Source: an optimization exercise on an open RTL-to-GDS flow (aim: small area and a short achievable clock period). Production flows keep margins and buffers that such runs may drop.

## build 18
## muldiv_engine
module muldiv_engine #(
    parameter int MULT_CYCLES = 5,
    parameter int DIV_CYCLES  = 10
) (
    input  logic        clk,
    input  logic        reset,
    input  logic        start,
    input  logic [2:0]  op,
    input  logic [31:0] d1,
    input  logic [31:0] d2,
    input  logic        flush,
    output logic        busy,
    output logic [31:0] hi,
    output logic [31:0] lo
);
    logic        busy_reg;
    logic [3:0]  cnt_reg;
    logic        is_div_reg, sgn_reg, sa_reg, bprev_reg;
    logic        dpre_reg, dstep_reg, last_reg, busy_out_reg;
    logic [31:0] a_reg, l_reg;
    logic [33:0] h_reg;
    logic [31:0] hi_reg, lo_reg;
    assign busy = busy_out_reg;
    assign hi   = hi_reg;
    assign lo   = lo_reg;
    wire accept = start && !flush && !busy_reg && (op != 3'd0) && (op != 3'd7);
    wire op_md  = (op == 3'd1) || (op == 3'd2) || (op == 3'd3) || (op == 3'd4);
    wire last     = last_reg;
    wire div_pre  = dpre_reg;
    wire div_step = dstep_reg;
    logic sb_reg;
    wire sb       = sb_reg;
    wire dz       = (a_reg == 32'd0);
    wire [34:0] m35  = {{3{sgn_reg & a_reg[31]}}, a_reg};
    wire [34:0] m35x2 = {m35[33:0], 1'b0};
    localparam int BLK = 7;
    function automatic logic [34:0] add35(input logic [34:0] x, input logic [34:0] y,
                                          input logic cin);
        logic [34:0] s;
        logic        c, s0, pre, cblk;
        c = cin; pre = 1'b1; cblk = 1'b0;
        for (int i = 0; i < 35; i++) begin
            if (i % BLK == 0 && i != 0) begin
                c = 1'b0; pre = 1'b1;
            end
            s0 = x[i] ^ y[i] ^ c;
            c  = (x[i] & y[i]) | (c & (x[i] ^ y[i]));
            s[i] = (i < BLK) ? s0 : (s0 ^ (cblk & pre));
            pre  = pre & s0;
            if (i % BLK == BLK - 1) cblk = (i < BLK) ? c : (c | (pre & cblk));
        end
        add35 = s;
    endfunction
    function automatic logic [31:0] cneg32(input logic [31:0] x, input logic neg);
        logic [31:0] s;
        logic        z;
        z = 1'b0;
  ...
==> flow/config.mk <==
export PLATFORM = sky130hd
export DESIGN_NAME = muldiv_engine
export DESIGN_NICKNAME = muldiv_engine
export VERILOG_FILES = /design/flow/design.v
export SDC_FILE = /design/flow/constraint.sdc
export NUM_CORES = 4
export LEC_CHECK = 0
export CAP_MARGIN = 20
export CORE_MARGIN = 2
export CORE_UTILIZATION = 40
export SLEW_MARGIN = 20
==> flow/constraint.sdc <==
create_clock -name core_clock -period 130.0 [get_ports {clk}]
set_input_delay 26.0000 -clock core_clock [delete_from_list [all_inputs] [get_ports {clk}]]
set_output_delay 26.0000 -clock core_clock [all_outputs]
set_load 0.01 [all_outputs]
standard.sh (not shown) runs the stock make flow with config.mk's settings and CLKGATE_MAP_FILE= SYNTH_SCRIPT=/design/flow/synth_recipe.tcl, a recipe that flattens the netlist after the stock synthesis.
==> flow/flow/run.sh <==
#!/bin/bash
# Standard ORFS layout, with plain buf_1 cells as the port buffers.
set -euo pipefail
export BUFFER_PORTS_ARGS="-buffer_cell sky130_fd_sc_hd__buf_1"
bash standard.sh finish > standard.log 2>&1
Relative to build 18, the following input files were edited for build 74:
--- a/flow/flow/run.sh
+++ b/flow/flow/run.sh
@@ -2 +2,2 @@
-# Standard ORFS layout, with plain buf_1 cells as the port buffers.
+# Standard ORFS layout, with plain buf_1 cells as the port buffers, and the repair steps
+# asked to leave setup slack to spare at the design's clock period.
@@ -4,0 +6 @@
+export SETUP_SLACK_MARGIN=102.8
--- a/flow/config.mk
+++ b/flow/config.mk
@@ -7,0 +8 @@
+export ABC_AREA = 1
@@ -10,0 +12,2 @@
+export CTS_BUF_LIST = sky130_fd_sc_hd__clkbuf_8
+export CTS_CLUSTER_SIZE = 40
[summary]
Relative to build 18, worst-case setup margin in the final layout increased by 1200 ps in build 74.
[compare] base=build 18 new=build 74: number of antenna diodes picked up an extra 1; final cell count picked up an extra 7.7%.
For the post-synthesis to final-layout area growth, build 74 came in 3.1 points higher than build 18 did.
The via count reported for build 74 is lower than the one for build 18.
Diff build 18..build 74 | number of enable flip-flop cells after synthesis | unchanged
Compared to build 18, build 74 has count of clock-buffer cells in the layout 6 lower.
No run of this note included a check of the RTL's function; only the layout flow was run.

==> what the ideal ports hide <==
Ports are ideal in the flow. The routed layouts listed here were re-timed in OpenROAD.
Step 1: set_driving_cell puts a clkbuf_16 on clk and a buf_2 on each other input, an assumption about the parent block.
Step 2 times the ports against the registers' clock, not the clock port: input delays grow and output delays shrink by t, the midpoint of the rising clock arrivals with the driver on.
Three values: ideal ports, drivers, drivers and shift; two values: the first two.
run | shift t [ns] | slack for setup (ns) | clock arrival spread, ns | worst slew at a driven data input, ns | pins driven straight from the clock port
build 18 | 0.564 | 101.653 / 101.682 / 101.118 | 0.015 / 0.015 | 0.05 | 1
build 74 | 0.595 | 102.852 / 102.801 / 102.407 | 0.029 / 0.028 | 0.05 | 1
After both steps every run listed still meets setup and hold. The setup slack of build 18, which loses most, moves by +0.029 ns with the drivers and by -0.535 ns with both steps.
